Background: an optimization exercise with open tools, aiming at small area, a short achievable clock period and few clock cycles. Do not read the settings as production practice. At most, simulation tests tie the RTL to the original design; equivalence was not proved. Only the layout flow was run in runs 1 to 4; the RTL was not checked for function there. Power and IR drop assume default switching activity.

## design/flow/flow/run.sh

```bash
#!/bin/bash
# The standard layout, with two changes: ports are buffered with plain buf_1
# cells (timing repair may upsize them) instead of the delay cells buffer_ports
# picks by default, and clock tree synthesis uses larger sink clusters and
# inserts no dummy loads.
set -euo pipefail
export BUFFER_PORTS_ARGS="-buffer_cell sky130_fd_sc_hd__buf_1"
export CTS_ARGS="-sink_clustering_enable -repair_clock_nets -dont_use_dummy_load -sink_clustering_size 14 -sink_clustering_max_diameter 60 -buf_list {sky130_fd_sc_hd__clkbuf_4 sky130_fd_sc_hd__clkbuf_8 sky130_fd_sc_hd__clkbuf_16}"
bash standard.sh > standard_flow.log 2>&1
```

## design/flow/standard.sh

```bash
#!/bin/bash
# synth_recipe.tcl (not shown) runs the flow's synth.tcl, then flattens the netlist and writes it again
# the make line also repeats each setting of config.mk as NAME=value (left out here)
make -C /OpenROAD-flow-scripts/flow DESIGN_CONFIG=/design/flow/config.mk WORK_HOME=/design/flow/orfs CLKGATE_MAP_FILE= SYNTH_SCRIPT=/design/flow/synth_recipe.tcl "${@:-finish}"
```

## design/flow/config.mk

```make
export PLATFORM = sky130hd
export DESIGN_NAME = key_debounce_repeat_unit
export DESIGN_NICKNAME = key_debounce_repeat_unit
export VERILOG_FILES = /design/flow/design.v
export SDC_FILE = /design/flow/constraint.sdc
export NUM_CORES = 4
export LEC_CHECK = 0
export CAP_MARGIN = 20
export CORE_MARGIN = 2
export CORE_UTILIZATION = 45
export SETUP_SLACK_MARGIN = 2.7
export SLEW_MARGIN = 20
```

## design/flow/constraint.sdc

```tcl
create_clock -name core_clock -period 5.0 [get_ports {clk}]
set_input_delay 1.0000 -clock core_clock [delete_from_list [all_inputs] [get_ports {clk}]]
set_output_delay 1.0000 -clock core_clock [all_outputs]
set_load 0.01 [all_outputs]
```

## design/flow/design.v

```verilog
`default_nettype none
package kdr_pkg;
  localparam int DATA_W = 32;
  localparam int PARAM_W = 16;
  localparam int ACT_W = 3;
  localparam int CFG_IDX_W = 3;
  localparam int KEY_COUNT_DEF = 32;
  localparam int TIMER_BITS_DEF = 16;
  localparam logic [ACT_W-1:0] ACT_TICK   = 3'd0;
  localparam logic [ACT_W-1:0] ACT_PRESS  = 3'd1;
  localparam logic [ACT_W-1:0] ACT_REPEAT = 3'd2;
  localparam logic [ACT_W-1:0] ACT_SHORT  = 3'd3;
  localparam logic [ACT_W-1:0] ACT_LONG   = 3'd4;
  localparam logic [ACT_W-1:0] ACT_CHORD  = 3'd5;
  localparam logic [CFG_IDX_W-1:0] REG_ENABLED     = 3'd0;
  localparam logic [CFG_IDX_W-1:0] REG_ACTIVE_HIGH = 3'd1;
  localparam logic [CFG_IDX_W-1:0] REG_REPEAT_KEYS = 3'd2;
  localparam logic [CFG_IDX_W-1:0] REG_FIRST_DELAY = 3'd3;
  localparam logic [CFG_IDX_W-1:0] REG_PERIOD      = 3'd4;
  localparam logic [PARAM_W-1:0] FIRST_DELAY_RST = 16'd50;
  localparam logic [PARAM_W-1:0] PERIOD_RST      = 16'd20;
  typedef struct packed {
    logic [DATA_W-1:0]  enabled_keys;
    logic [DATA_W-1:0]  active_high_keys;
    logic [DATA_W-1:0]  repeat_keys;
    logic [PARAM_W-1:0] repeat_first_delay;
    logic [PARAM_W-1:0] repeat_period;
  } kdr_cfg_t;
  typedef struct packed {
    logic [ACT_W-1:0]  action;
    logic [DATA_W-1:0] pin_levels;
    logic [DATA_W-1:0] query_mask;
  } kdr_item_t;
  typedef struct packed {
    logic [DATA_W-1:0] selected_keys;
    logic [DATA_W-1:0] pending_presses;
    logic [DATA_W-1:0] debounced_keys;
  } kdr_res_t;
endpackage
`default_nettype wire
`default_nettype none
import kdr_pkg::*;
module kdr_cfg_regs (
  input  wire logic  clk,
  input  wire logic  rst_n,
  input  wire logic                 cfg_valid,
  output      logic                 cfg_ready,
  input  wire logic [CFG_IDX_W-1:0] cfg_index,
  input  wire logic [DATA_W-1:0]    cfg_data,
  output kdr_pkg::kdr_cfg_t   cfg
);
  logic [DATA_W-1:0]  en_r, ah_r, rk_r;
  logic [PARAM_W-1:0] fd_r, per_r;
  logic [DATA_W-1:0]  wd;
  logic [PARAM_W-1:0] wd_fd, wd_per;
  logic               we_en, we_ah, we_rk, we_fd, we_per;
  assign cfg_ready = 1'b1;
  assign wd     = cfg_data & {DATA_W{rst_n}};
  assign wd_fd  = (cfg_data[PARAM_W-1:0] & {PARAM_W{rst_n}}) | (FIRST_DELAY_RST & {PARAM_W{~rst_n}});
  assign wd_per = (cfg_data[PARAM_W-1:0] & {PARAM_W{rst_n}}) | (PERIOD_RST & {PARAM_W{~rst_n}});
  assign we_en  = ~rst_n | (cfg_valid & (cfg_index == REG_ENABLED));
  assign we_ah  = ~rst_n | (cfg_valid & (cfg_index == REG_ACTIVE_HIGH));
  assign we_rk  = ~rst_n | (cfg_valid & (cfg_index == REG_REPEAT_KEYS));
  assign we_fd  = ~rst_n | (cfg_valid & (cfg_index == REG_FIRST_DELAY));
  assign we_per = ~rst_n | (cfg_valid & (cfg_index == REG_PERIOD));
  always_ff @(posedge clk) begin
    if (we_en)  en_r  <= wd;
    if (we_ah)  ah_r  <= wd;
    if (we_rk)  rk_r  <= wd;
    if (we_fd)  fd_r  <= wd_fd;
    if (we_per) per_r <= wd_per;
  end
  assign cfg.enabled_keys       = en_r;
  assign cfg.active_high_keys   = ah_r;
  assign cfg.repeat_keys        = rk_r;
  assign cfg.repeat_first_delay = fd_r;
  assign cfg.repeat_period      = per_r;
endmodule
`default_nettype wire
`default_nettype none
import kdr_pkg::*;
module kdr_state (
  input  wire logic                 clk,
  input  wire logic                 rst_n,
  input  wire logic                 acc,
  input  wire logic [ACT_W-1:0]     action,
  input  wire logic [DATA_W-1:0]    pins,
  input  wire logic [DATA_W-1:0]    q,
  input  wire kdr_pkg::kdr_cfg_t    cfg,
  output      logic [DATA_W-1:0]    sel_o,
  output      logic [DATA_W-1:0]    press_o,
  output      logic [DATA_W-1:0]    stable_o
);
  logic [DATA_W-1:0]  press_r, stable_r, rep_r, cnt_a_r, cnt_b_r, sel_r;
  logic [PARAM_W-1:0] tmr_r;
  logic               tpend_r;
  logic [DATA_W-1:0] en, ah, rk;
  assign en = cfg.enabled_keys;
  assign ah = cfg.active_high_keys;
  assign rk = cfg.repeat_keys;
  logic                any_rk;
  logic                rep_fire;
  logic [PARAM_W-1:0]  tmr_any, tmr_none;
  assign any_rk   = |(stable_r & rk);
  assign tmr_any  = (tmr_r == PARAM_W'(1)) ? cfg.repeat_period : tmr_r - 1'b1;
  assign tmr_none = (cfg.repeat_first_delay == PARAM_W'(1)) ? cfg.repeat_period
                                                            : cfg.repeat_first_delay - 1'b1;
  assign rep_fire = tpend_r && (tmr_r == PARAM_W'(1));
  logic d_tick, d_press, d_rep, d_short, d_long, d_chord, chord_ok;
  assign d_tick  = (action == ACT_TICK);
  assign d_press = (action == ACT_PRESS);
  assign d_rep   = (action == ACT_REPEAT);
  assign d_short = (action == ACT_SHORT);
  assign d_long  = (action == ACT_LONG);
  assign d_chord = (action == ACT_CHORD);
  assign chord_ok = &(press_r | ~q);
  logic t_run;       
  logic t_hold;      
  logic c_all;       
  logic c_short;     
  logic c_long;      
  logic c_rep;       
  assign t_run   = acc & d_tick & rst_n;
  assign t_hold  = ~(acc & d_tick) & rst_n;
  assign c_all   = acc & (d_press | (d_chord & chord_ok));
  assign c_short = acc & d_short;
  assign c_long  = acc & d_long;
  assign c_rep   = acc & (d_rep | d_long);
  logic [DATA_W-1:0] lvl, dis, tg, reff, pclr, sel;
  assign lvl  = ~(pins ^ ah);                             
  assign dis  = {DATA_W{t_run}} & en & (stable_r ^ lvl);   
  assign tg   = dis & cnt_b_r & ~cnt_a_r;                 
  assign reff = rep_r | ({DATA_W{rep_fire}} & stable_r & rk);
  assign pclr = q & (({DATA_W{c_all}}) | ({DATA_W{c_short}} & ~stable_r) |
                     ({DATA_W{c_long}} & reff));
  assign sel  = q & (({DATA_W{d_rep}} & reff) |
                     (press_r & (({DATA_W{d_press | (d_chord & chord_ok)}}) |
                                 ({DATA_W{d_short}} & ~stable_r) |
                                 ({DATA_W{d_long}} & reff))));
  always_ff @(posedge clk) begin
    cnt_a_r  <= (dis & ~cnt_b_r) | ({DATA_W{t_hold}} & cnt_a_r);
    cnt_b_r  <= (dis & cnt_a_r)  | ({DATA_W{t_hold}} & cnt_b_r);
    stable_r <= (stable_r & {DATA_W{rst_n}}) ^ tg;
    press_r  <= (press_r & ~pclr & {DATA_W{rst_n}}) | (tg & lvl);
    rep_r    <= reff & ~(q & {DATA_W{c_rep}}) & {DATA_W{rst_n}};
  end
  always_ff @(posedge clk) begin
    if (!rst_n) begin
      tmr_r   <= '0;
      tpend_r <= 1'b0;
    end else begin
      tpend_r <= acc && d_tick;
      if (tpend_r) begin
        tmr_r <= any_rk ? tmr_any : tmr_none;
      end
    end
  end
  always_ff @(posedge clk) begin
    if (acc) begin
      sel_r <= sel;
    end
  end
  assign sel_o    = sel_r;
  assign press_o  = press_r;
  assign stable_o = stable_r;
endmodule
`default_nettype wire
`default_nettype none
import kdr_pkg::*;
module key_debounce_repeat_unit #(
  parameter int KEY_COUNT  = KEY_COUNT_DEF,
  parameter int TIMER_BITS = TIMER_BITS_DEF
) (
  input wire logic   clk,
  input wire logic   rst_n,
  input  wire logic                 in_valid,
  output      logic                 in_ready,
  input  wire logic [ACT_W-1:0]     in_action,
  input  wire logic [DATA_W-1:0]    in_pin_levels,
  input  wire logic [DATA_W-1:0]    in_query_mask,
  output      logic                 out_valid,
  input  wire logic                 out_ready,
  output      logic [DATA_W-1:0]    out_selected_keys,
  output      logic [DATA_W-1:0]    out_pending_presses,
  output      logic [DATA_W-1:0]    out_debounced_keys,
  input  wire logic                 cfg_valid,
  output      logic                 cfg_ready,
  input  wire logic [CFG_IDX_W-1:0] cfg_index,
  input  wire logic [DATA_W-1:0]    cfg_data
);
  kdr_pkg::kdr_cfg_t cfg;
  logic              out_v_r;
  logic              acc;
  kdr_cfg_regs u_cfg (
    .clk       (clk),
    .rst_n     (rst_n),
    .cfg_valid (cfg_valid),
    .cfg_ready (cfg_ready),
    .cfg_index (cfg_index),
    .cfg_data  (cfg_data),
    .cfg       (cfg)
  );
  assign in_ready = !out_v_r || out_ready;
  assign acc      = in_valid && in_ready;
  kdr_state u_state (
    .clk      (clk),
    .rst_n    (rst_n),
    .acc      (acc),
    .action   (in_action),
    .pins     (in_pin_levels),
    .q        (in_query_mask),
    .cfg      (cfg),
    .sel_o    (out_selected_keys),
    .press_o  (out_pending_presses),
    .stable_o (out_debounced_keys)
  );
  always_ff @(posedge clk) begin
    if (!rst_n) begin
      out_v_r <= 1'b0;
    end else if (in_ready) begin
      out_v_r <= in_valid;
    end
  end
  assign out_valid = out_v_r;
endmodule
`default_nettype wire
```

==> impl_metrics.csv, run 1 <==
group,metric,value,unit
synthesis,yosys_register_bits,338,
synthesis,number_of_enable_type_register_cells_in_the_synthesized_netlist,160,
placement,placement.cell_area,16400,µm²
cells_and_area,final_area,19100,µm²
synthesis,share_of_synthesized_cell_area_in_full_adder_half_adder_and_majority_cells,0.00336,
placement,buffer_ports.inserted,204,
detailed_routing,topRoutingLayerUsed,"met4",
synthesis,synthFlopType,"sky130_fd_sc_hd__dfxtp_1",
die,die-width,186,µm
timing,hold_violations,0,
die,design.portCount,206,
synthesis,netlist_instances,1453,
setup_path,critical-path-slowest-cell,"sky130_fd_sc_hd__a2111oi_4",
timing,finish_stage_setup_viols,0,
setup_path,worst-path-max-fanout,6,
placement,post-dp-hpwl,31300,µm
die,row_count,66,
setup_path,crit_type,"in2reg",
detailed_routing,wl_met1,21000,µm
setup_path,max_stage_delay,0.34,ns
setup_path,crit_path_end_kind,"register",
die,die_h,186,µm
timing,timing_max_transition_violations_final,0,
hold_path,holdPathStages,2,
setup_path,timing.critical_path.mode_cell,"sky130_fd_sc_hd__buf_12",
cells_and_area,net_count_final,1822,
timing,holdWs,0.455,ns
timing,slew_headroom,0.307,
cells_and_area,layout-drive-gt1-share,0.201,
power,clockPowerShare,0.374,
synthesis,synth-seq-area-share,0.563,
power,p_leak,6.27,nW
synthesis,synth_area_leaders,"sky130_fd_sc_hd__edfxtp_1, sky130_fd_sc_hd__dfxtp_1, sky130_fd_sc_hd__nand2_1",
synthesis,yosys.cell_types.count,60,
synthesis,synth_simple_gate_area_frac,0.156,
synthesis,synth-async-reset-ratio,0,
global_route,grt_pass1_wl,70000,µm
power,switch_pwr,1.41,mW
die,core_area,32500,µm²
clock_tree,clock_tree.root_cell,"sky130_fd_sc_hd__clkbuf_16",
power,internal_power,4.42,mW
detailed_routing,routed_wirelength,48500,µm
clock_tree,clk_latency,0.52,ns
synthesis,synth_top_area_share,0.323,
detailed_routing,met2RoutedLength,22000,µm
clock_tree,postCtsHoldBufs,0,
timing,maxClockFrequency,355,MHz
synthesis,yosys-mux-area-fraction,0.00210,
timing,clock-skew-final,0.0362,ns
cells_and_area,post-route-util,0.588,
clock_tree,tritoncts,"yes",
timing,final_critical_path_time_including_i_o_delays_and_setup,2.81,ns
timing,worst_slew_pin_slew,1.04,ns
detailed_routing,vias,12597,
run,max_cap_violations,0,
setup_path,worstPathCellList,"buf_8 -> nor2b_4 -> a2111oi_4 -> buf_4 -> nand4_1 -> o41ai_4 -> and3b_4 -> buf_12 -> buf_12 -> a311oi_2 -> o221a_2",
timing,grt_setup_unrepaired,"true",
detailed_routing,drt-vias-per-instance,5.85,
power,ir_worst_vdd,0.240,mV
detailed_routing,remaining_drc_errors,0,
timing,setup_ws,2.19,ns
clock_tree,clock_tree.htree_level_count,2,
setup_path,regToRegStartpoint,"u_state.tmr_r[1]",
hold_path,worst_hold_path_type,"reg2reg",
setup_path,crit_arrival,3.22,ns
clock_tree,cts-root-to-sink-buffers,3,
detailed_routing,wirelength_per_cell,22.5,µm
synthesis,mappedNetlistNets,1564,
setup_path,reg2reg_to,"u_state.press_r[8]",
synthesis,synthesis.yosys.warnings,3,
status,outcome,"finished clean",
global_route,grt_usage,0.270,
timing,period_share,0.563,
placement,pre_cts_ws,1.04,ns
placement,gp_routability_congestion,0.857,
synthesis,avgSynthCellArea,10.2,µm²
cells_and_area,commonest_non_fill_non_tap_cell_in_the_layout,"sky130_fd_sc_hd__nand2_1",
setup_path,rr_worst_depth,11,
global_route,global_route.overflow_total,0,
clock_tree,clkSinkCount,338,
cells_and_area,area_growth,28.6,%
synthesis,synth_largest_area_cell,"sky130_fd_sc_hd__edfxtp_1",
synthesis,synth_compound_area_frac,0.176,
setup_path,setup.reg_to_reg.worst_slack,2.26,ns
setup_path,worstPathRequired,5.40,ns
timing,setup-tns-final,0,ns
detailed_routing,drt_first_iter_violations,1157,
power,p_per_area,305,nW/µm²
setup_path,critPathTopFamily,"compound AO/OA/AOI/OAI gates",
power,p_comb_frac,0.091,
setup_path,worst_setup_path_start_kind,"primary input",
setup_path,cp_num_buf_inv,4,
hold_path,hp-start,"u_state.cnt_a_r[3]",
hold_path,worst_hold_path.endpoint,"u_state.cnt_a_r[3]",
power,share_seq_of_total_power,0.535,
detailed_routing,drt-pass1-iter-count,5,
cells_and_area,layout_common_cells,"sky130_fd_sc_hd__nand2_1, sky130_fd_sc_hd__buf_1, sky130_fd_sc_hd__dfxtp_1, sky130_fd_sc_hd__edfxtp_1, sky130_fd_sc_hd__o21ai_0",
clock_tree,numCtsBuffers,34,
synthesis,synth_top_family_by_area,"compound AO/OA/AOI/OAI gates",
global_route,largest_net_degree_at_the_start_of_global_routing,80,
power,power_switching_share,0.241,
detailed_routing,met3_length,4210,µm
detailed_routing,antenna_violating_nets_post_route,0,
synthesis,synth.cell_area,14900,µm²
cells_and_area,layout.filler_cells,2786,
clock_tree,clk_pin_slew,0.07,ns
global_route,antenna_found_initial,2,
synthesis,synthXorXnorAreaFrac,0.0665,
die,floorplan.die_area,34500,µm²
die,initial_utilization,0.457,
global_route,grt_pass1_vias,11741,
worst min-delay path, delay by kind of cell, from the launching register on:
family,cells,cell delay (ns)
AOI/OAI and AO/OA,1,0.06
DFF,1,0.32
and+or+nand+nor,1,0.04
cell families after synthesis:
| logic type | after synthesis |
|---|---|
| buffers and inverters | 128 |
| muxes | 3 |
| other | 1 |
| AOI/OAI and AO/OA | 387 |
| xor gates and xnor gates | 113 |
| adders and majority gates | 4 |
| and+or+nand+nor | 479 |
| DFF | 338 |
cell usage after synthesis, drive strengths merged (6+ instances only):
cell    number
o21ai       99
nand2      225
nor4        25
o211ai      23
a211oi      34
edfxtp     160
a22o        13
o221a       17
and2        34
nand2b      26
nand3b      19
buf         14
or4          8
o22ai       44
a31oi       46
nand3       27
a311o        6
a21oi       33
inv         58
nor3        15
a22oi       16
dfxtp      178
xor2        56
xnor2       57
or3          6
nor2        55
a311oi      17
and3        13
o31ai        6
a31o        11
nor2b       15
clkbuf      56
area by class of cell:
| cell class | count | area [µm²] | area share |
|---|---|---|---|
| clock buffer | 34 | 851 | 0.0445 |
| tap | 442 | 553 | 0.0289 |
| inverter | 58 | 220 | 0.0115 |
| multi-input combinational | 992 | 7370 | 0.385 |
| antenna | 1 | 2.50 | 0.000131 |
| sequential | 338 | 8390 | 0.439 |
| timing repair buffer | 287 | 1740 | 0.0908 |
worst max path at each step:
| stage | from | to | cells after the start |
|---|---|---|---|
| after global routing | in_query_mask[14] | u_state.press_r[9] | 10 |
| after CTS | in_query_mask[29] | u_state.press_r[17] | 11 |
| final | in_query_mask[29] | u_state.press_r[22] | 11 |
| after floorplan | in_query_mask[14] | u_state.press_r[30] | 9 |
| after global placement | in_query_mask[6] | u_state.press_r[11] | 10 |
| after detailed placement | in_query_mask[6] | u_state.press_r[12] | 10 |
layer usage:
| layer | vias up | track usage |
|---|---|---|
| met1 | 6107 | 0.370 |
| met2 | 566 | 0.424 |
| li1 | 5827 | - |
| met5 | - | 0 |
| met4 | 0 | 0.0800 |
| met3 | 97 | 0.0640 |
stage by stage:
| step | power (mW) | cells |
|---|---|---|
| floorplan | 3.41 | 1453 |
| global placement | 3.59 | 2048 |
| detailed placement | 3.60 | 2048 |
| CTS | 5.80 | 2125 |
| global route | 6.01 | 2151 |
| finish | 5.83 | 2152 |
timing repair:
| action | 4_1_cts | 5_1_grt |
|---|---|---|
| buffers inserted | 36 | 22 |
| pin swaps | 49 | 88 |
| endpoints found under the hold margin | 0 | 0 |
| setup endpoints to repair | 330 | 220 |
| resized for setup | 101 | 133 |
| gates cloned | 7 | 4 |
power groups by stage:
stage | combinational, mW | clock, mW | sequential (mW)
3_5_place_dp | 0.435 | 0 | 3.17
5_1_grt | 0.571 | 2.31 | 3.13
3_3_place_gp | 0.431 | 0 | 3.16
2_1_floorplan | 0.272 | 0 | 3.14
6_report | 0.530 | 2.18 | 3.12
4_1_cts | 0.483 | 2.21 | 3.10
==> inputs of run 2 (changes only) <==
--- a/design/flow/config.mk
+++ b/design/flow/config.mk
@@ -8,5 +8,5 @@
 export CAP_MARGIN = 20
 export CORE_MARGIN = 2
 export CORE_UTILIZATION = 45
-export SETUP_SLACK_MARGIN = 2.7
+export SETUP_SLACK_MARGIN = 3.0
 export SLEW_MARGIN = 20
==> impl_metrics.csv, run 2 <==
group,metric,value,unit
setup_path,regToRegStartpoint,"u_state.tmr_r[0]",
setup_path,crit_arrival,3.08,ns
synthesis,synth.cell_area,14900,µm²
synthesis,synth-async-reset-ratio,0,
placement,buffer_ports.inserted,204,
synthesis,synth_common_cells,"sky130_fd_sc_hd__nand2_1, sky130_fd_sc_hd__dfxtp_1, sky130_fd_sc_hd__edfxtp_1, sky130_fd_sc_hd__o21ai_0",
timing,hold_violations,0,
placement,dp.cells,2051,
die,die-width,186,µm
clock_tree,clk_pin_slew,0.06,ns
setup_path,worst_setup_path_start_kind,"primary input",
timing,slew_headroom,0.540,
die,core_area,32500,µm²
hold_path,holdPathStages,2,
clock_tree,clk_latency,0.51,ns
synthesis,synth_largest_area_cell,"sky130_fd_sc_hd__edfxtp_1",
detailed_routing,routed_wirelength,50100,µm
cells_and_area,layout_common_cells,"sky130_fd_sc_hd__nand2_1, sky130_fd_sc_hd__edfxtp_1, sky130_fd_sc_hd__dfxtp_1, sky130_fd_sc_hd__buf_4, sky130_fd_sc_hd__buf_1",
setup_path,rr_worst_depth,10,
timing,final_critical_path_time_including_i_o_delays_and_setup,2.68,ns
clock_tree,tritoncts,"yes",
cells_and_area,net_count_final,1884,
detailed_routing,drt_first_iter_violations,994,
synthesis,yosys.cell_types.count,60,
cells_and_area,commonest_non_fill_non_tap_cell_in_the_layout,"sky130_fd_sc_hd__nand2_1",
power,power_switching_share,0.246,
synthesis,number_of_enable_type_register_cells_in_the_synthesized_netlist,160,
detailed_routing,antenna_violating_nets_post_route,0,
global_route,grt_usage,0.283,
cells_and_area,area_growth,40.2,%
placement,gp_routability_congestion,0.846,
detailed_routing,vias,12893,
hold_path,worst_hold_path_type,"reg2reg",
timing,period_share,0.536,
hold_path,hp-start,"u_state.cnt_a_r[4]",
detailed_routing,drt-pass1-iter-count,5,
hold_path,worst_hold_path.endpoint,"u_state.cnt_a_r[4]",
synthesis,mappedNetlistNets,1564,
power,share_seq_of_total_power,0.530,
global_route,largest_net_degree_at_the_start_of_global_routing,77,
status,outcome,"finished clean",
timing,clock-skew-final,0.0486,ns
synthesis,yosys_register_bits,338,
setup_path,setup.reg_to_reg.worst_slack,2.35,ns
clock_tree,cts-root-to-sink-buffers,3,
synthesis,avgSynthCellArea,10.2,µm²
synthesis,synthesis.yosys.warnings,3,
die,initial_utilization,0.457,
setup_path,crit_type,"in2reg",
power,ir_worst_vdd,0.281,mV
clock_tree,numCtsBuffers,34,
die,die_h,186,µm
power,clockPowerShare,0.374,
timing,setup-tns-final,0,ns
die,design.portCount,206,
power,p_per_area,280,nW/µm²
setup_path,crit_path_end_kind,"register",
global_route,grt_pass1_wl,73000,µm
clock_tree,clkSinkCount,338,
power,post-layout-total-power,5.84,mW
timing,finish_stage_setup_viols,0,
cells_and_area,layout-drive-gt1-share,0.342,
cells_and_area,fin_cells,2214,
synthesis,synth_top_area_share,0.323,
die,row_count,66,
placement,pre_cts_ws,0.998,ns
cells_and_area,post-route-util,0.641,
timing,maxClockFrequency,373,MHz
global_route,antenna_found_initial,1,
die,floorplan.die_area,34500,µm²
run,max_cap_violations,0,
power,switch_pwr,1.43,mW
timing,worst_slew_pin_slew,0.684,ns
synthesis,synthFlopType,"sky130_fd_sc_hd__dfxtp_1",
synthesis,synth_most_common_cell,"sky130_fd_sc_hd__nand2_1",
clock_tree,clock_tree.root_cell,"sky130_fd_sc_hd__clkbuf_16",
placement,post-dp-hpwl,31700,µm
detailed_routing,drt-vias-per-instance,5.82,
detailed_routing,wirelength_per_cell,22.6,µm
clock_tree,clock_tree.htree_level_count,2,
synthesis,synth-seq-area-share,0.563,
timing,timing_max_transition_violations_final,0,
power,internal_power,4.40,mW
setup_path,worst-path-max-fanout,6,
power,p_leak,7.12,nW
global_route,global_route.overflow_total,0,
setup_path,reg2reg_to,"u_state.press_r[27]",
timing,grt_setup_unrepaired,"true",
global_route,grt_pass1_vias,12185,
detailed_routing,remaining_drc_errors,0,
setup_path,worstPathRequired,5.40,ns
power,p_comb_frac,0.096,
synthesis,synth_area_leaders,"sky130_fd_sc_hd__edfxtp_1, sky130_fd_sc_hd__dfxtp_1, sky130_fd_sc_hd__nand2_1",
synthesis,netlist_instances,1453,
timing,setup_ws,2.32,ns
==> run 2: cell counts after synthesis <==
Identical to the previous run, type by type.
==> run 2: how the worst max path moves through the flow <==
stage / from / end / slack, ns / cells past startpoint
after global routing: in_query_mask[6] / u_state.press_r[2] / 2.27 / 11
after detailed placement: in_query_mask[16] / u_state.press_r[8] / 1.0 / 10
final: in_query_mask[1] / u_state.press_r[7] / 2.32 / 11
after floorplan: in_query_mask[14] / u_state.press_r[30] / 2.21 / 9
after CTS: u_state.tmr_r[0] / u_state.press_r[27] / 2.40 / 10
after global placement: in_query_mask[16] / u_state.press_r[17] / 1.05 / 10
==> run 2: kinds of logic after synthesis <==
group,count (synthesis),synth area share
flip-flops,338,0.563
XOR/XNOR,113,0.0665
AO/OA/AOI/OAI,387,0.176
adder cells (fa/ha/maj),4,0.00336
multiplexers,3,0.00210
AND/OR/NAND/NOR,479,0.156
buffers and inverters,128,0.0335
other,1,0.000252
==> run 2: final cells by class <==
| type | count | area, µm² |
|---|---|---|
| well taps | 442 | 553 |
| fillers | 2558 | 11700 |
| diodes | 1 | 2.50 |
| flip-flops and latches | 338 | 8610 |
| repair buffers | 351 | 2800 |
| multi-input cells | 990 | 7810 |
| inverters | 58 | 228 |
| clock buffers | 34 | 851 |
==> run 2: power by group through the flow <==
stage,clock network [mW],logic (mW),registers [mW]
6_report,2.18,0.561,3.09
5_1_grt,2.31,0.604,3.10
4_1_cts,2.21,0.523,3.09
3_5_place_dp,0,0.458,3.18
3_3_place_gp,0,0.451,3.18
2_1_floorplan,0,0.301,3.16
==> run 2: timing repair <==
action / in CTS / in global routing
hold buffers: 0 / 0
gates resized for setup: 386 / 162
setup buffers: 91 / 29
setup endpoints to repair: 491 / 306
pin swaps: 60 / 43
hold endpoints to repair: 0 / 0
gates cloned: 7 / 1
==> run 2: critical path, stage by stage <==
cell	delay, ns
sky130_fd_sc_hd__buf_8	0.11
sky130_fd_sc_hd__inv_6	0.06
sky130_fd_sc_hd__o22ai_4	0.06
sky130_fd_sc_hd__or4_4	0.54
sky130_fd_sc_hd__o41ai_2	0.34
sky130_fd_sc_hd__and3b_4	0.29
sky130_fd_sc_hd__buf_12	0.15
sky130_fd_sc_hd__buf_12	0.13
sky130_fd_sc_hd__buf_4	0.11
sky130_fd_sc_hd__a311oi_1	0.04
sky130_fd_sc_hd__o221a_2	0.25
==> run 2: per-layer routing <==
layer	vias up	share of wire	track usage
met1	6275	0.42	0.389
met2	547	0.46	0.445
met3	90	0.090	0.0585
met5	-	0	0
li1	5981	-	-
met4	0	0.032	0.0973
==> run 2: per-stage QoR <==
| stage | hold slack, ns | cell area, µm² |
|---|---|---|
| CTS | 0.450 | 20000 |
| detailed placement | 0.441 | 17100 |
| finish | 0.446 | 20800 |
| floorplan | 0.425 | 16100 |
| global route | 0.468 | 20800 |
| global placement | 0.433 | 17100 |
==> inputs of run 3 (changes only) <==
--- a/design/flow/design.v
+++ b/design/flow/design.v
@@ -47,10 +47,12 @@
   output      logic                 cfg_ready,
   input  wire logic [CFG_IDX_W-1:0] cfg_index,
   input  wire logic [DATA_W-1:0]    cfg_data,
-  output kdr_pkg::kdr_cfg_t   cfg
+  output kdr_pkg::kdr_cfg_t   cfg,
+  output      logic                 fd_one     
 );
   logic [DATA_W-1:0]  en_r, ah_r, rk_r;
   logic [PARAM_W-1:0] fd_r, per_r;
+  logic               fd_one_r;
   logic [DATA_W-1:0]  wd;
   logic [PARAM_W-1:0] wd_fd, wd_per;
   logic               we_en, we_ah, we_rk, we_fd, we_per;
@@ -68,8 +70,10 @@
     if (we_ah)  ah_r  <= wd;
     if (we_rk)  rk_r  <= wd;
     if (we_fd)  fd_r  <= wd_fd;
+    if (we_fd)  fd_one_r <= (wd_fd == PARAM_W'(1));
     if (we_per) per_r <= wd_per;
   end
+  assign fd_one                 = fd_one_r;
   assign cfg.enabled_keys       = en_r;
   assign cfg.active_high_keys   = ah_r;
   assign cfg.repeat_keys        = rk_r;
@@ -87,6 +91,7 @@
   input  wire logic [DATA_W-1:0]    pins,
   input  wire logic [DATA_W-1:0]    q,
   input  wire kdr_pkg::kdr_cfg_t    cfg,
+  input  wire logic                 fd_one,    
   output      logic [DATA_W-1:0]    sel_o,
   output      logic [DATA_W-1:0]    press_o,
   output      logic [DATA_W-1:0]    stable_o
@@ -103,7 +108,7 @@
   logic [PARAM_W-1:0]  tmr_any, tmr_none;
   assign any_rk   = |(stable_r & rk);
   assign tmr_any  = (tmr_r == PARAM_W'(1)) ? cfg.repeat_period : tmr_r - 1'b1;
-  assign tmr_none = (cfg.repeat_first_delay == PARAM_W'(1)) ? cfg.repeat_period
+  assign tmr_none = fd_one ? cfg.repeat_period
                                                             : cfg.repeat_first_delay - 1'b1;
   assign rep_fire = tpend_r && (tmr_r == PARAM_W'(1));
   logic d_tick, d_press, d_rep, d_short, d_long, d_chord, chord_ok;
@@ -189,6 +194,7 @@
   input  wire logic [DATA_W-1:0]    cfg_data
 );
   kdr_pkg::kdr_cfg_t cfg;
+  logic              fd_one;
   logic              out_v_r;
   logic              acc;
   kdr_cfg_regs u_cfg (
@@ -198,7 +204,8 @@
     .cfg_ready (cfg_ready),
     .cfg_index (cfg_index),
     .cfg_data  (cfg_data),
-    .cfg       (cfg)
+    .cfg       (cfg),
+    .fd_one    (fd_one)
   );
   assign in_ready = !out_v_r || out_ready;
   assign acc      = in_valid && in_ready;
@@ -210,6 +217,7 @@
     .pins     (in_pin_levels),
     .q        (in_query_mask),
     .cfg      (cfg),
+    .fd_one   (fd_one),
     .sel_o    (out_selected_keys),
     .press_o  (out_pending_presses),
     .stable_o (out_debounced_keys)
--- a/design/flow/config.mk
+++ b/design/flow/config.mk
@@ -8,5 +8,5 @@
 export CAP_MARGIN = 20
 export CORE_MARGIN = 2
 export CORE_UTILIZATION = 45
-export SETUP_SLACK_MARGIN = 3.0
+export SETUP_SLACK_MARGIN = 2.65
 export SLEW_MARGIN = 20
==> impl_metrics.csv, run 3 <==
group,metric,value,unit
synthesis,synth-seq-area-share,0.534,
synthesis,number_of_enable_type_register_cells_in_the_synthesized_netlist,161,
setup_path,critPathTopFamily,"simple AND/OR/NAND/NOR gates",
cells_and_area,layout.filler_cells,3114,
clock_tree,clock_tree.root_cell,"sky130_fd_sc_hd__clkbuf_16",
setup_path,worst-path-max-fanout,9,
synthesis,synth_most_common_cell,"sky130_fd_sc_hd__dfxtp_1",
cells_and_area,area_growth,17.7,%
placement,post-dp-hpwl,31900,µm
setup_path,crit_arrival,2.70,ns
synthesis,yosys_register_bits,339,
synthesis,synth.cell_area,15700,µm²
timing,setup-tns-final,0,ns
detailed_routing,drt-vias-per-instance,5.76,
power,p_per_area,305,nW/µm²
status,outcome,"finished clean",
detailed_routing,vias,12768,
setup_path,max_stage_delay,0.37,ns
synthesis,synthFlopType,"sky130_fd_sc_hd__dfxtp_1",
die,row_count,68,
die,design.portCount,206,
synthesis,synth_common_cells,"sky130_fd_sc_hd__dfxtp_1, sky130_fd_sc_hd__nand2_1, sky130_fd_sc_hd__edfxtp_1, sky130_fd_sc_hd__inv_1, sky130_fd_sc_hd__nor2_1",
cells_and_area,net_count_final,1869,
placement,gp_routability_congestion,0.826,
timing,clock-skew-final,0.0441,ns
synthesis,synth_top_area_share,0.308,
die,core_area,34500,µm²
global_route,grt_pass1_vias,11982,
synthesis,avgSynthCellArea,10.2,µm²
die,die-width,191,µm
detailed_routing,wirelength_per_cell,21.6,µm
cells_and_area,commonest_non_fill_non_tap_cell_in_the_layout,"sky130_fd_sc_hd__buf_1",
global_route,grt_usage,0.255,
synthesis,synth_largest_area_cell,"sky130_fd_sc_hd__edfxtp_1",
detailed_routing,drt-pass1-iter-count,5,
detailed_routing,drt_first_iter_violations,847,
placement,placement.cell_area,17100,µm²
timing,slew_headroom,0.304,
global_route,global_route.overflow_total,0,
synthesis,synth-async-reset-ratio,0,
run,max_cap_violations,0,
timing,worst_slew_pin_slew,1.04,ns
timing,finish_stage_setup_viols,0,
synthesis,mappedNetlistNets,1648,
timing,grt_setup_unrepaired,"true",
synthesis,yosys.cell_types.count,66,
clock_tree,numCtsBuffers,31,
clock_tree,clk_latency,0.57,ns
placement,buffer_ports.inserted,204,
die,floorplan.die_area,36400,µm²
clock_tree,cts-root-to-sink-buffers,3,
clock_tree,tritoncts,"yes",
detailed_routing,routed_wirelength,47900,µm
clock_tree,clkSinkCount,339,
setup_path,worstPathCellList,"buf_1 -> inv_6 -> o22ai_1 -> nor4_2 -> a41oi_2 -> or2_4 -> buf_4 -> a311oi_1",
power,p_leak,6.34,nW
setup_path,worst_setup_path_start_kind,"primary input",
setup_path,setup.reg_to_reg.worst_slack,2.77,ns
timing,final_critical_path_time_including_i_o_delays_and_setup,2.33,ns
cells_and_area,layout_common_cells,"sky130_fd_sc_hd__buf_1, sky130_fd_sc_hd__dfxtp_1, sky130_fd_sc_hd__nand2_1, sky130_fd_sc_hd__edfxtp_1, sky130_fd_sc_hd__nor2_1",
global_route,antenna_found_initial,4,
clock_tree,postCtsHoldBufs,0,
hold_path,worst_hold_path_type,"reg2reg",
cells_and_area,final_area,18500,µm²
detailed_routing,remaining_drc_errors,0,
synthesis,synth_area_leaders,"sky130_fd_sc_hd__edfxtp_1, sky130_fd_sc_hd__dfxtp_1, sky130_fd_sc_hd__nand2_1",
detailed_routing,antenna_violating_nets_post_route,0,
setup_path,crit_type,"in2reg",
power,ir_worst_vdd,0.249,mV
timing,hold_violations,0,
clock_tree,clock_tree.htree_level_count,1,
timing,timing_max_transition_violations_final,0,
setup_path,crit_path_end_kind,"register",
timing,maxClockFrequency,430,MHz
synthesis,netlist_instances,1538,
synthesis,synthesis.yosys.warnings,3,
setup_path,cp_num_buf_inv,3,
die,die_h,191,µm
timing,period_share,0.465,
global_route,largest_net_degree_at_the_start_of_global_routing,83,
global_route,grt_pass1_wl,70900,µm
cells_and_area,layout-drive-gt1-share,0.122,
setup_path,critical-path-slowest-cell,"sky130_fd_sc_hd__nor4_2",
die,initial_utilization,0.456,
clock_tree,clk_pin_slew,0.06,ns
setup_path,worstPathRequired,5.37,ns
run 3: path summary, 6_finish.rpt:
check | depth (start not counted) | to | startpoint
worst min-delay path | 1 | u_state.cnt_a_r[28] | u_state.cnt_b_r[28]
worst min register to register | 1 | u_state.cnt_a_r[28] | u_state.cnt_b_r[28]
worst max-delay path | 8 | u_state.sel_r[19] | in_query_mask[12]
worst max register to register | 6 | u_state.tmr_r[15] | u_cfg.fd_r[0]
run 3: cell families after synthesis:
| group | count (synthesis) | synth area share |
|---|---|---|
| other | 1 | 0.000239 |
| XOR/XNOR | 117 | 0.0657 |
| AND/OR/NAND/NOR | 506 | 0.169 |
| flip-flops | 339 | 0.534 |
| multiplexers | 10 | 0.00677 |
| adder cells (fa/ha/maj) | 3 | 0.00239 |
| AO/OA/AOI/OAI | 403 | 0.182 |
| buffers and inverters | 159 | 0.0389 |
run 3: final cells by class:
type                    count  area, µm²  share of cell area
multi-input cells        1044       7090               0.383
repair inverters            1       11.3            0.000609
repair buffers            258       1310              0.0707
flip-flops and latches    339       8400               0.454
well taps                 455        569              0.0308
clock buffers              31        776              0.0419
diodes                      3       7.51            0.000406
inverters                  84        347              0.0187
run 3: stage by stage:
step | cells | hold WS (ns) | setup slack [ns] | util | total power [mW]
2_1_floorplan | 1538 | 0.434 | 2.51 | - | 3.42
3_3_place_gp | 2144 | 0.444 | 1.38 | 0.496 | 3.60
3_5_place_dp | 2144 | 0.467 | 1.39 | 0.496 | 3.61
4_1_cts | 2193 | 0.466 | 2.59 | 0.526 | 5.66
5_1_grt | 2214 | 0.496 | 2.64 | 0.537 | 5.84
6_report | 2215 | 0.469 | 2.67 | 0.537 | 5.65
run 3: timing repair:
action	CTS	global route
setup buffers	14	17
gates resized for setup	23	45
cloned	4	2
endpoints found under the hold margin	0	0
pin swaps	9	8
endpoints found under the setup margin	198	102
run 3: per-layer routing:
metal,share of wire,track usage,vias up,wire [µm]
met3,0.070,0.0378,75,3350
met4,0.027,0.0757,2,1300
met1,0.44,0.356,6192,21200
li1,-,-,6034,-
met5,0.00023,0,-,11
met2,0.46,0.411,465,22100
run 3: power by group:
group          total (mW)  switching (mW)  internal [mW]  leakage [nW]
Combinational       0.498           0.316          0.182          2.94
Sequential           3.09          0.0604           3.03          3.02
Clock                2.05           0.974           1.08         0.382
==> inputs of run 4 (changes only) <==
==> design/flow/flow/run.sh (replaced) <==
#!/bin/bash
# The standard layout, with two changes: ports are buffered with plain buf_1
# cells (timing repair may upsize them) instead of the delay cells buffer_ports
# picks by default, and clock tree synthesis uses larger sink clusters and
# inserts no dummy loads.
set -euo pipefail
export BUFFER_PORTS_ARGS="-buffer_cell sky130_fd_sc_hd__buf_1"
export CTS_ARGS="-sink_clustering_enable -repair_clock_nets -dont_use_dummy_load -sink_clustering_size 12 -sink_clustering_max_diameter 50 -buf_list {sky130_fd_sc_hd__clkbuf_8}"
bash standard.sh > standard_flow.log 2>&1
==> impl_metrics.csv, run 4 <==
group,metric,value,unit
status,outcome,"finished clean",
die,core_area,34500,µm²
power,p_per_area,289,nW/µm²
synthesis,synth_most_common_cell,"sky130_fd_sc_hd__dfxtp_1",
placement,post-dp-hpwl,31900,µm
synthesis,synth_area_leaders,"sky130_fd_sc_hd__edfxtp_1, sky130_fd_sc_hd__dfxtp_1, sky130_fd_sc_hd__nand2_1",
timing,final_critical_path_time_including_i_o_delays_and_setup,2.39,ns
synthesis,avgSynthCellArea,10.2,µm²
power,p_leak,6.15,nW
setup_path,crit_type,"in2reg",
global_route,grt_pass1_wl,70500,µm
placement,buffer_ports.inserted,204,
timing,period_share,0.478,
synthesis,synth_top_area_share,0.308,
detailed_routing,antenna_violating_nets_post_route,0,
setup_path,crit_arrival,2.73,ns
power,p_comb_frac,0.092,
detailed_routing,routed_wirelength,47500,µm
detailed_routing,drt-vias-per-instance,5.72,
global_route,largest_net_degree_at_the_start_of_global_routing,83,
power,share_seq_of_total_power,0.590,
power,power_switching_share,0.250,
detailed_routing,wirelength_per_cell,21.5,µm
clock_tree,clk_latency,0.57,ns
synthesis,synthFlopType,"sky130_fd_sc_hd__dfxtp_1",
die,initial_utilization,0.456,
die,row_count,68,
synthesis,yosys.cell_types.count,66,
clock_tree,tritoncts,"yes",
clock_tree,cts-root-to-sink-buffers,3,
die,design.portCount,206,
cells_and_area,layout_common_cells,"sky130_fd_sc_hd__buf_1, sky130_fd_sc_hd__dfxtp_1, sky130_fd_sc_hd__nand2_1, sky130_fd_sc_hd__edfxtp_1, sky130_fd_sc_hd__nor2_1",
clock_tree,clock_tree.htree_level_count,2,
die,die-width,191,µm
clock_tree,clkSinkCount,339,
detailed_routing,remaining_drc_errors,0,
timing,hold_violations,0,
timing,setup_ws,2.61,ns
synthesis,synth_largest_area_cell,"sky130_fd_sc_hd__edfxtp_1",
clock_tree,numCtsBuffers,41,
timing,setup-tns-final,0,ns
detailed_routing,drt_first_iter_violations,1024,
hold_path,worst_hold_path_type,"reg2reg",
die,die_h,191,µm
global_route,global_route.overflow_total,0,
cells_and_area,commonest_non_fill_non_tap_cell_in_the_layout,"sky130_fd_sc_hd__buf_1",
global_route,grt_pass1_vias,11982,
placement,pre_cts_ws,1.39,ns
synthesis,yosys_register_bits,339,
setup_path,worst-path-max-fanout,9,
power,ir_worst_vdd,0.136,mV
power,post-layout-total-power,5.25,mW
setup_path,critical-path-slowest-cell,"sky130_fd_sc_hd__nor4_2",
synthesis,netlist_instances,1538,
detailed_routing,vias,12667,
placement,gp_routability_congestion,0.826,
power,switch_pwr,1.31,mW
clock_tree,clock_tree.root_cell,"sky130_fd_sc_hd__clkbuf_8",
timing,finish_stage_setup_viols,0,
setup_path,worst_setup_path_start_kind,"primary input",
clock_tree,clk_pin_slew,0.07,ns
timing,worst_slew_pin_slew,1.06,ns
timing,holdWs,0.468,ns
timing,grt_setup_unrepaired,"true",
cells_and_area,layout-drive-gt1-share,0.109,
global_route,antenna_found_initial,7,
synthesis,number_of_enable_type_register_cells_in_the_synthesized_netlist,161,
timing,timing_max_transition_violations_final,0,
timing,maxClockFrequency,419,MHz
synthesis,synth-async-reset-ratio,0,
cells_and_area,net_count_final,1867,
run,max_cap_violations,0,
synthesis,synth.cell_area,15700,µm²
detailed_routing,drt-pass1-iter-count,5,
die,floorplan.die_area,36400,µm²
synthesis,mappedNetlistNets,1648,
power,clockPowerShare,0.318,
timing,slew_headroom,0.294,
cells_and_area,area_growth,15.3,%
setup_path,max_stage_delay,0.35,ns
synthesis,synthesis.yosys.warnings,3,
synthesis,synth-seq-area-share,0.534,
timing,clock-skew-final,0.0417,ns
setup_path,worstPathCellList,"buf_1 -> inv_1 -> o22ai_1 -> nor4_2 -> a41oi_2 -> or2_4 -> buf_12 -> a311oi_1",
synthesis,synth_common_cells,"sky130_fd_sc_hd__dfxtp_1, sky130_fd_sc_hd__nand2_1, sky130_fd_sc_hd__edfxtp_1, sky130_fd_sc_hd__inv_1, sky130_fd_sc_hd__nor2_1",
setup_path,crit_path_end_kind,"register",
global_route,grt_usage,0.256,
power,internal_power,3.93,mW
setup_path,worstPathRequired,5.34,ns
run 4: cell counts after synthesis:
Identical to the previous run, type by type.
run 4: layer usage:
layer	global-route usage	up-vias	share of wire	wire length (µm)
met2	0.408	459	0.46	21700
li1	-	6028	-	-
met5	0	-	0.00053	25
met1	0.350	6089	0.44	21000
met4	0.0886	4	0.030	1430
met3	0.0474	87	0.071	3360
run 4: power groups by stage:
stage	clock, mW	combinational, mW	sequential, mW
after floorplan	0	0.284	3.14
after global placement	0	0.448	3.15
after detailed placement	0	0.453	3.16
after CTS	1.71	0.475	3.09
after global routing	1.82	0.525	3.11
final	1.67	0.483	3.09
run 4: cells by family (layout without fill, tap and decap cells):
family,after synthesis,count (layout),share of synthesized area
buf+inv,159,373,0.0389
flops,339,339,0.534
xor+xnor,117,117,0.0657
fa+ha+maj,3,3,0.00239
mux,10,10,0.00677
compound gates,403,403,0.182
other cells,1,5,0.000239
simple gates,506,509,0.169
run 4: repair_timing:
item                                    in CTS  in global routing
hold buffers                                 0                  0
pin swaps                                    9                  7
gates resized for setup                     24                 18
endpoints found under the setup margin     194                105
buffers inserted                            13                  8
cloned                                       3                  1
run 4: path summary, 6_finish.rpt:
kind                                           from             endpoint  slack [ns]  depth (start not counted)
worst max register to register     u_state.tmr_r[1]    u_state.sel_r[11]        2.71                          9
worst max-delay path               in_query_mask[5]    u_state.sel_r[19]        2.61                          8
worst min register to register  u_state.cnt_b_r[10]  u_state.cnt_a_r[10]        0.47                          1
worst min-delay path            u_state.cnt_b_r[10]  u_state.cnt_a_r[10]        0.47                          1
run 4: final cells by class:
type                    count  area (µm²)
well taps                 455         569
diodes                      4        10.0
repair inverters            1        11.3
inverters                  84         357
fillers                  3162       16300
multi-input cells        1043        7000
flip-flops and latches    339        8400
repair buffers            247        1210
clock buffers              41         564
run 4: worst max-delay path: cells and delay by family:
| kind | cells | cell delay [ns] |
|---|---|---|
| AO/OA/AOI/OAI | 3 | 0.64 |
| buffers and inverters | 3 | 0.39 |
| AND/OR/NAND/NOR | 2 | 0.68 |
run 4: metrics by stage:
stage / cells / util / instance area (µm²)
4_1_cts: 2201 / 0.520 / 17900
3_3_place_gp: 2144 / 0.496 / 17100
5_1_grt: 2213 / 0.526 / 18100
3_5_place_dp: 2144 / 0.496 / 17100
6_report: 2214 / 0.526 / 18100
2_1_floorplan: 1538 / - / 15900
==> inputs of run 5 (changes only) <==
--- a/design/flow/design.v
+++ b/design/flow/design.v
@@ -121,32 +121,25 @@
   assign chord_ok = &(press_r | ~q);
   logic t_run;       
   logic t_hold;      
-  logic c_all;       
-  logic c_short;     
-  logic c_long;      
+  logic s_all;       
   logic c_rep;       
   assign t_run   = acc & d_tick & rst_n;
   assign t_hold  = ~(acc & d_tick) & rst_n;
-  assign c_all   = acc & (d_press | (d_chord & chord_ok));
-  assign c_short = acc & d_short;
-  assign c_long  = acc & d_long;
+  assign s_all   = d_press | (d_chord & chord_ok);
   assign c_rep   = acc & (d_rep | d_long);
-  logic [DATA_W-1:0] lvl, dis, tg, reff, pclr, sel;
+  logic [DATA_W-1:0] lvl, dis, tg, reff, psel, sel;
   assign lvl  = ~(pins ^ ah);                             
   assign dis  = {DATA_W{t_run}} & en & (stable_r ^ lvl);   
   assign tg   = dis & cnt_b_r & ~cnt_a_r;                 
   assign reff = rep_r | ({DATA_W{rep_fire}} & stable_r & rk);
-  assign pclr = q & (({DATA_W{c_all}}) | ({DATA_W{c_short}} & ~stable_r) |
-                     ({DATA_W{c_long}} & reff));
-  assign sel  = q & (({DATA_W{d_rep}} & reff) |
-                     (press_r & (({DATA_W{d_press | (d_chord & chord_ok)}}) |
-                                 ({DATA_W{d_short}} & ~stable_r) |
-                                 ({DATA_W{d_long}} & reff))));
+  assign psel = q & press_r & ({DATA_W{s_all}} | ({DATA_W{d_short}} & ~stable_r) |
+                               ({DATA_W{d_long}} & reff));
+  assign sel  = (q & reff & {DATA_W{d_rep}}) | psel;
   always_ff @(posedge clk) begin
     cnt_a_r  <= (dis & ~cnt_b_r) | ({DATA_W{t_hold}} & cnt_a_r);
     cnt_b_r  <= (dis & cnt_a_r)  | ({DATA_W{t_hold}} & cnt_b_r);
     stable_r <= (stable_r & {DATA_W{rst_n}}) ^ tg;
-    press_r  <= (press_r & ~pclr & {DATA_W{rst_n}}) | (tg & lvl);
+    press_r  <= (press_r & ~(psel & {DATA_W{acc}}) & {DATA_W{rst_n}}) | (tg & lvl);
     rep_r    <= reff & ~(q & {DATA_W{c_rep}}) & {DATA_W{rst_n}};
   end
   always_ff @(posedge clk) begin
--- a/design/flow/config.mk
+++ b/design/flow/config.mk
@@ -8,5 +8,5 @@
 export CAP_MARGIN = 20
 export CORE_MARGIN = 2
 export CORE_UTILIZATION = 45
-export SETUP_SLACK_MARGIN = 2.65
+export SETUP_SLACK_MARGIN = 2.55
 export SLEW_MARGIN = 20
==> impl_metrics.csv, run 5 <==
group,metric,value,unit
status,outcome,"finished clean",
clock_tree,clkSinkCount,339,
synthesis,avgSynthCellArea,10.1,µm²
die,die-width,187,µm
synthesis,yosys_register_bits,339,
synthesis,synthFlopType,"sky130_fd_sc_hd__dfxtp_1",
cells_and_area,multiInputGateArea,6480,µm²
synthesis,synth_top_area_share,0.322,
cells_and_area,area_growth,16.0,%
setup_path,rr_worst_depth,8,
synthesis,netlist_instances,1484,
synthesis,synth_area_leaders,"sky130_fd_sc_hd__edfxtp_1, sky130_fd_sc_hd__dfxtp_1, sky130_fd_sc_hd__nand2_1",
cells_and_area,layout_common_cells,"sky130_fd_sc_hd__nand2_1, sky130_fd_sc_hd__buf_1, sky130_fd_sc_hd__dfxtp_1, sky130_fd_sc_hd__edfxtp_1, sky130_fd_sc_hd__o21ai_0",
placement,gp_routability_congestion,0.837,
detailed_routing,vias,12492,
cells_and_area,layout.filler_cells,2971,
synthesis,synth_most_common_cell,"sky130_fd_sc_hd__nand2_1",
clock_tree,numCtsBuffers,39,
die,row_count,66,
placement,dp.cells,2074,
setup_path,worstPathRequired,5.27,ns
clock_tree,cts-root-to-sink-buffers,3,
global_route,grt_pass1_vias,11625,
timing,hold_violations,0,
setup_path,setup.reg_to_reg.worst_slack,2.69,ns
die,floorplan.die_area,34800,µm²
synthesis,synthesis.yosys.warnings,3,
global_route,grt_pass1_wl,69100,µm
power,p_per_area,300,nW/µm²
setup_path,critical-path-slowest-cell,"sky130_fd_sc_hd__a311oi_1",
cells_and_area,net_count_final,1799,
synthesis,mappedNetlistNets,1594,
hold_path,worst_hold_path_type,"reg2reg",
synthesis,yosys.cell_types.count,57,
setup_path,crit_path_end_kind,"register",
global_route,groute.layer.met3.usage,0.0393,
setup_path,endpoint_of_the_most_critical_setup_path,"u_state.sel_r[31]",
synthesis,number_of_enable_type_register_cells_in_the_synthesized_netlist,161,
setup_path,crit_type,"in2reg",
detailed_routing,wirelength_per_cell,22.0,µm
clock_tree,clk_latency,0.56,ns
synthesis,synth-seq-area-share,0.559,
timing,grt_setup_unrepaired,"false",
power,ir_worst_vdd,0.154,mV
synthesis,synth_common_cells,"sky130_fd_sc_hd__nand2_1, sky130_fd_sc_hd__dfxtp_1, sky130_fd_sc_hd__edfxtp_1, sky130_fd_sc_hd__o21ai_0, sky130_fd_sc_hd__inv_1",
timing,clock-skew-final,0.0499,ns
run,max_cap_violations,0,
power,p_leak,5.77,nW
detailed_routing,drt-vias-per-instance,5.86,
timing,timing_max_transition_violations_final,0,
global_route,antenna_found_initial,1,
setup_path,critPathLaunch,"in_query_mask[5]",
timing,setup-tns-final,0,ns
cells_and_area,commonest_non_fill_non_tap_cell_in_the_layout,"sky130_fd_sc_hd__nand2_1",
cells_and_area,register_area,8400,µm²
detailed_routing,drt_first_iter_violations,1033,
global_route,global_route.overflow_total,0,
timing,maxClockFrequency,401,MHz
cells_and_area,fin_cells,2130,
clock_tree,clk_pin_slew,0.07,ns
timing,slew_headroom,0.327,
placement,buffer_ports.inserted,204,
timing,finish_stage_setup_viols,0,
synthesis,synth_largest_area_cell,"sky130_fd_sc_hd__edfxtp_1",
setup_path,worst-path-max-fanout,8,
die,initial_utilization,0.459,
detailed_routing,routed_wirelength,46900,µm
die,design.portCount,206,
global_route,global_route.peak_usage_layer,"met2",
die,core_area,32700,µm²
die,die_h,187,µm
placement,post-dp-hpwl,30700,µm
global_route,grt_usage,0.257,
detailed_routing,antenna_violating_nets_post_route,0,
synthesis,synth-async-reset-ratio,0,
setup_path,worstPathCellList,"buf_1 -> inv_1 -> o22ai_2 -> nor3_1 -> nand4_1 -> a21oi_4 -> buf_12 -> clkbuf_16 -> a311oi_1 -> o22ai_1",
global_route,largest_net_degree_at_the_start_of_global_routing,61,
setup_path,worst_setup_path_start_kind,"primary input",
setup_path,regToRegStartpoint,"u_cfg.rk_r[25]",
setup_path,max_stage_delay,0.29,ns
detailed_routing,drt-pass1-iter-count,5,
clock_tree,clock_tree.root_cell,"sky130_fd_sc_hd__clkbuf_8",
detailed_routing,remaining_drc_errors,0,
clock_tree,tritoncts,"yes",
timing,period_share,0.499,
global_route,groute.layer.met2.usage,0.408,
synthesis,synth.cell_area,15000,µm²
setup_path,crit_arrival,2.77,ns
global_route,globalRouteMet1Util,0.352,
timing,final_critical_path_time_including_i_o_delays_and_setup,2.50,ns
setup_path,reg2reg_to,"u_state.tmr_r[12]",
cells_and_area,layout-drive-gt1-share,0.113,
timing,worst_slew_pin_slew,1.01,ns
clock_tree,clock_tree.htree_level_count,2,
[run 5: how the worst min path moves through the flow]
stage	startpoint	end	cells past startpoint
2_1_floorplan	u_state.cnt_a_r[10]	u_state.cnt_a_r[10]	2
3_3_place_gp	u_state.cnt_a_r[6]	u_state.cnt_a_r[6]	2
3_5_place_dp	u_state.cnt_a_r[15]	u_state.cnt_a_r[15]	2
4_1_cts	u_state.cnt_a_r[15]	u_state.cnt_a_r[15]	2
5_1_grt	u_state.cnt_b_r[27]	u_state.cnt_a_r[27]	1
6_report	u_state.cnt_a_r[1]	u_state.cnt_a_r[1]	2
[run 5: cell type report]
class / instances / area share
Antenna cell: 1 / 0.000144
Sequential cell: 339 / 0.482
Timing Repair Buffer: 238 / 0.0674
Multi-Input combinational cell: 1002 / 0.372
Clock buffer: 39 / 0.0308
Tap cell: 442 / 0.0318
Inverter: 69 / 0.0150
[run 5: cell families after synthesis]
kind of cell,count (synthesis),synth area share
simple gates,520,0.168
compound gates,368,0.169
flops,339,0.559
buf+inv,144,0.0378
xor+xnor,106,0.0618
fa+ha+maj,3,0.00250
mux,3,0.00200
other cells,1,0.000250
[run 5: power breakdown]
group          total, mW  internal [mW]  switching [mW]  leakage, nW
logic              0.486          0.168           0.318         2.47
registers           3.11           3.03          0.0818         3.02
clock network       1.62          0.696           0.927        0.280
total               5.22           3.90            1.33         5.77
[run 5: critical path: cells and delay by family]
family	cells	cell delay (ns)
compound gates	4	0.78
buf+inv	4	0.70
simple gates	2	0.29
[run 5: layer usage]
metal / vias up / routed length, µm
li1: 5795 / -
met1: 5991 / 20200
met2: 603 / 21300
met3: 103 / 3720
met4: 0 / 1620
met5: - / 0
[run 5: per-stage QoR]
stage	hold slack (ns)	worst slack (ns)	power (mW)	util	instance area, µm²
floorplan	0.425	2.50	3.42	-	15100
global placement	0.436	1.62	3.61	0.497	16300
detailed placement	0.442	1.61	3.62	0.497	16300
CTS	0.458	2.56	5.23	0.518	17000
global route	0.478	2.52	5.42	0.532	17400
finish	0.453	2.50	5.22	0.532	17400
[run 5: repair_timing]
action	4_1_cts	5_1_grt
hold buffers	0	0
gates cloned	1	4
gates resized for setup	23	70
pin swaps	3	10
buffers inserted	6	5
endpoints found under the setup margin	197	102
Testbench counts of run 5, summed over its fixed seeds: cycles 24,131.
==> inputs of run 6 (changes only) <==
--- a/design/flow/config.mk
+++ b/design/flow/config.mk
@@ -8,5 +8,5 @@
 export CAP_MARGIN = 20
 export CORE_MARGIN = 2
 export CORE_UTILIZATION = 45
-export SETUP_SLACK_MARGIN = 2.55
+export SETUP_SLACK_MARGIN = 2.72
 export SLEW_MARGIN = 20
==> impl_metrics.csv, run 6 <==
group,metric,value,unit
status,outcome,"finished clean",
die,floorplan.die_area,34800,µm²
detailed_routing,drt_first_iter_violations,1101,
cells_and_area,layout.filler_cells,2926,
setup_path,crit_type,"in2reg",
synthesis,synth.cell_area,15000,µm²
power,p_leak,6.16,nW
power,post-layout-total-power,5.31,mW
timing,period_share,0.478,
power,ir_worst_vdd,0.173,mV
detailed_routing,remaining_drc_errors,0,
synthesis,synth-async-reset-ratio,0,
cells_and_area,commonest_non_fill_non_tap_cell_in_the_layout,"sky130_fd_sc_hd__nand2_1",
global_route,global_route.overflow_total,0,
setup_path,regToRegStartpoint,"u_cfg.rk_r[17]",
detailed_routing,drt-vias-per-instance,5.89,
hold_path,hp-start,"u_state.cnt_a_r[26]",
synthesis,synth_most_common_cell,"sky130_fd_sc_hd__nand2_1",
setup_path,setup.reg_to_reg.worst_slack,2.74,ns
synthesis,synth_top_area_share,0.322,
die,initial_utilization,0.459,
power,share_seq_of_total_power,0.588,
synthesis,number_of_enable_type_register_cells_in_the_synthesized_netlist,161,
global_route,antenna_found_initial,2,
synthesis,synth_common_cells,"sky130_fd_sc_hd__nand2_1, sky130_fd_sc_hd__dfxtp_1, sky130_fd_sc_hd__edfxtp_1, sky130_fd_sc_hd__o21ai_0, sky130_fd_sc_hd__inv_1",
detailed_routing,routed_wirelength,49600,µm
cells_and_area,net_count_final,1850,
detailed_routing,antenna_violating_nets_post_route,0,
setup_path,crit_path_end_kind,"register",
cells_and_area,layout-drive-gt1-share,0.211,
cells_and_area,area_growth,22.7,%
timing,clock-skew-final,0.0436,ns
clock_tree,cts-root-to-sink-buffers,3,
global_route,largest_net_degree_at_the_start_of_global_routing,51,
die,die_h,187,µm
global_route,grt_pass1_wl,71200,µm
timing,maxClockFrequency,419,MHz
setup_path,rr_worst_depth,8,
setup_path,reg2reg_to,"u_state.tmr_r[12]",
timing,final_critical_path_time_including_i_o_delays_and_setup,2.39,ns
clock_tree,clkSinkCount,339,
power,internal_power,3.95,mW
power,p_comb_frac,0.103,
setup_path,worst_setup_path_start_kind,"primary input",
clock_tree,clk_latency,0.56,ns
setup_path,crit_arrival,2.87,ns
timing,worst_slew_pin_slew,1.08,ns
synthesis,avgSynthCellArea,10.1,µm²
detailed_routing,drt-pass1-iter-count,6,
synthesis,synth-seq-area-share,0.559,
synthesis,yosys.cell_types.count,57,
timing,finish_stage_setup_viols,0,
clock_tree,tritoncts,"yes",
detailed_routing,vias,12847,
global_route,grt_usage,0.265,
die,design.portCount,206,
timing,hold_violations,0,
hold_path,holdPathStages,2,
power,power_switching_share,0.256,
placement,post-dp-hpwl,30500,µm
die,row_count,66,
die,core_area,32700,µm²
timing,slew_headroom,0.282,
clock_tree,numCtsBuffers,40,
synthesis,mappedNetlistNets,1594,
timing,setup-tns-final,0,ns
run,max_cap_violations,0,
synthesis,synthFlopType,"sky130_fd_sc_hd__dfxtp_1",
hold_path,worst_hold_path.endpoint,"u_state.cnt_a_r[26]",
synthesis,synthesis.yosys.warnings,3,
power,p_per_area,288,nW/µm²
timing,grt_setup_unrepaired,"true",
timing,timing_max_transition_violations_final,0,
synthesis,yosys_register_bits,339,
synthesis,synth_largest_area_cell,"sky130_fd_sc_hd__edfxtp_1",
clock_tree,clock_tree.htree_level_count,2,
placement,gp_routability_congestion,0.822,
power,clockPowerShare,0.309,
global_route,grt_pass1_vias,11991,
die,die-width,187,µm
hold_path,worst_hold_path_type,"reg2reg",
setup_path,worst-path-max-fanout,5,
cells_and_area,layout_common_cells,"sky130_fd_sc_hd__nand2_1, sky130_fd_sc_hd__buf_1, sky130_fd_sc_hd__edfxtp_1, sky130_fd_sc_hd__dfxtp_1, sky130_fd_sc_hd__o21ai_0",
detailed_routing,wirelength_per_cell,22.7,µm
clock_tree,clock_tree.root_cell,"sky130_fd_sc_hd__clkbuf_8",
setup_path,worstPathRequired,5.48,ns
power,switch_pwr,1.36,mW
synthesis,synth_area_leaders,"sky130_fd_sc_hd__edfxtp_1, sky130_fd_sc_hd__dfxtp_1, sky130_fd_sc_hd__nand2_1",
synthesis,netlist_instances,1484,
placement,buffer_ports.inserted,204,
clock_tree,clk_pin_slew,0.06,ns
[run 6: layout make-up]
class / count / area, µm² / share of cell area
diodes: 1 / 2.50 / 0.000136
clock buffers: 40 / 551 / 0.0299
inverters: 69 / 259 / 0.0141
multi-input cells: 1005 / 6870 / 0.373
flip-flops and latches: 339 / 8440 / 0.458
well taps: 442 / 553 / 0.0300
repair buffers: 285 / 1750 / 0.0948
[run 6: worst max-delay path, stage by stage]
cell and delay [ns]:
sky130_fd_sc_hd__buf_12 0.11, sky130_fd_sc_hd__nor3_4 0.35, sky130_fd_sc_hd__nand3_4 0.15, sky130_fd_sc_hd__buf_12 0.16
sky130_fd_sc_hd__nor2_4 0.24, sky130_fd_sc_hd__buf_12 0.17, sky130_fd_sc_hd__and3_4 0.19, sky130_fd_sc_hd__nand3b_1 0.12
sky130_fd_sc_hd__nor2_1 0.17, sky130_fd_sc_hd__o221a_2 0.20
[run 6: power groups by stage]
stage | Clock, mW | Sequential (mW) | Combinational, mW
6_report | 1.64 | 3.12 | 0.549
3_5_place_dp | 0 | 3.17 | 0.449
2_1_floorplan | 0 | 3.15 | 0.278
4_1_cts | 1.67 | 3.11 | 0.485
3_3_place_gp | 0 | 3.17 | 0.442
5_1_grt | 1.79 | 3.13 | 0.588
[run 6: stage by stage]
stage	instances	util	area [µm²]	hold WS, ns	worst slack, ns
floorplan	1484	-	15200	0.425	2.51
global placement	2075	0.500	16300	0.435	1.63
detailed placement	2075	0.500	16300	0.444	1.54
CTS	2143	0.531	17400	0.463	2.62
global route	2180	0.563	18400	0.476	2.60
finish	2181	0.563	18400	0.459	2.61
[run 6: repair_timing]
action / 4_1_cts / 5_1_grt
setup endpoints to repair: 248 / 164
endpoints found under the hold margin: 0 / 0
pin swaps: 14 / 54
gates cloned: 4 / 7
gates resized for setup: 69 / 186
setup buffers: 24 / 30
hold buffers: 0 / 0
[run 6: cell families after synthesis]
group	synth area share
compound gates	0.169
xor+xnor	0.0618
fa+ha+maj	0.00250
buf+inv	0.0378
flops	0.559
mux	0.00200
other cells	0.000250
simple gates	0.168
[run 6: how the worst max path moves through the flow]
stage / cells after the start / slack [ns] / startpoint / endpoint
6_report: 10 / 2.61 / in_action[0] / u_state.press_r[23]
4_1_cts: 10 / 2.62 / in_action[2] / u_state.press_r[20]
3_5_place_dp: 7 / 1.54 / in_action[2] / u_state.press_r[28]
2_1_floorplan: 2 / 2.51 / cfg_index[1] / u_cfg.en_r[0]
3_3_place_gp: 6 / 1.63 / out_ready / u_state.cnt_b_r[9]
5_1_grt: 10 / 2.60 / in_action[0] / u_state.press_r[23]
[run 6: per-layer routing]
layer | share of wire | vias up | track usage
met5 | 0 | - | 0
met2 | 0.48 | 580 | 0.440
met3 | 0.071 | 109 | 0.0429
li1 | - | 5895 | -
met4 | 0.034 | 0 | 0.0904
met1 | 0.42 | 6263 | 0.352

[static timing again, ports no longer ideal]
In the flow no input, the clock included, has a driving cell. The finished layouts below were timed again as built, in two steps. Step 1 (the two cells are an assumption about what drives the block):
set clk [get_ports {clk}]
set_driving_cell -lib_cell sky130_fd_sc_hd__clkbuf_16 $clk
set_driving_cell -lib_cell sky130_fd_sc_hd__buf_2 [delete_from_list [all_inputs] $clk]
Step 2 moves the port delays by t, midway between the first and last clock arrival at a register: inputs arrive t later, outputs are due t later. That takes back most of the time a late clock gives input paths. a / b / c = ideal / step 1 / step 2; a / b = the first two.
| run | t, ns | slack for setup (ns) | clock arrival spread, ns |
|---|---|---|---|
| run 1 | 0.559 | 2.185 / 2.193 / 1.634 | 0.038 / 0.038 |
| run 2 | 0.542 | 2.320 / 2.311 / 1.769 | 0.049 / 0.048 |
| run 3 | 0.604 | 2.674 / 2.659 / 2.057 | 0.044 / 0.044 |
| run 4 | 0.591 | 2.612 / 2.623 / 2.032 | 0.052 / 0.053 |
| run 5 | 0.585 | 2.504 / 2.529 / 1.944 | 0.051 / 0.050 |
| run 6 | 0.583 | 2.612 / 2.608 / 2.025 | 0.044 / 0.043 |
After both steps every run listed still meets setup and hold. The setup slack of run 3, which loses most, moves by -0.015 ns with the drivers and by -0.617 ns with both steps.
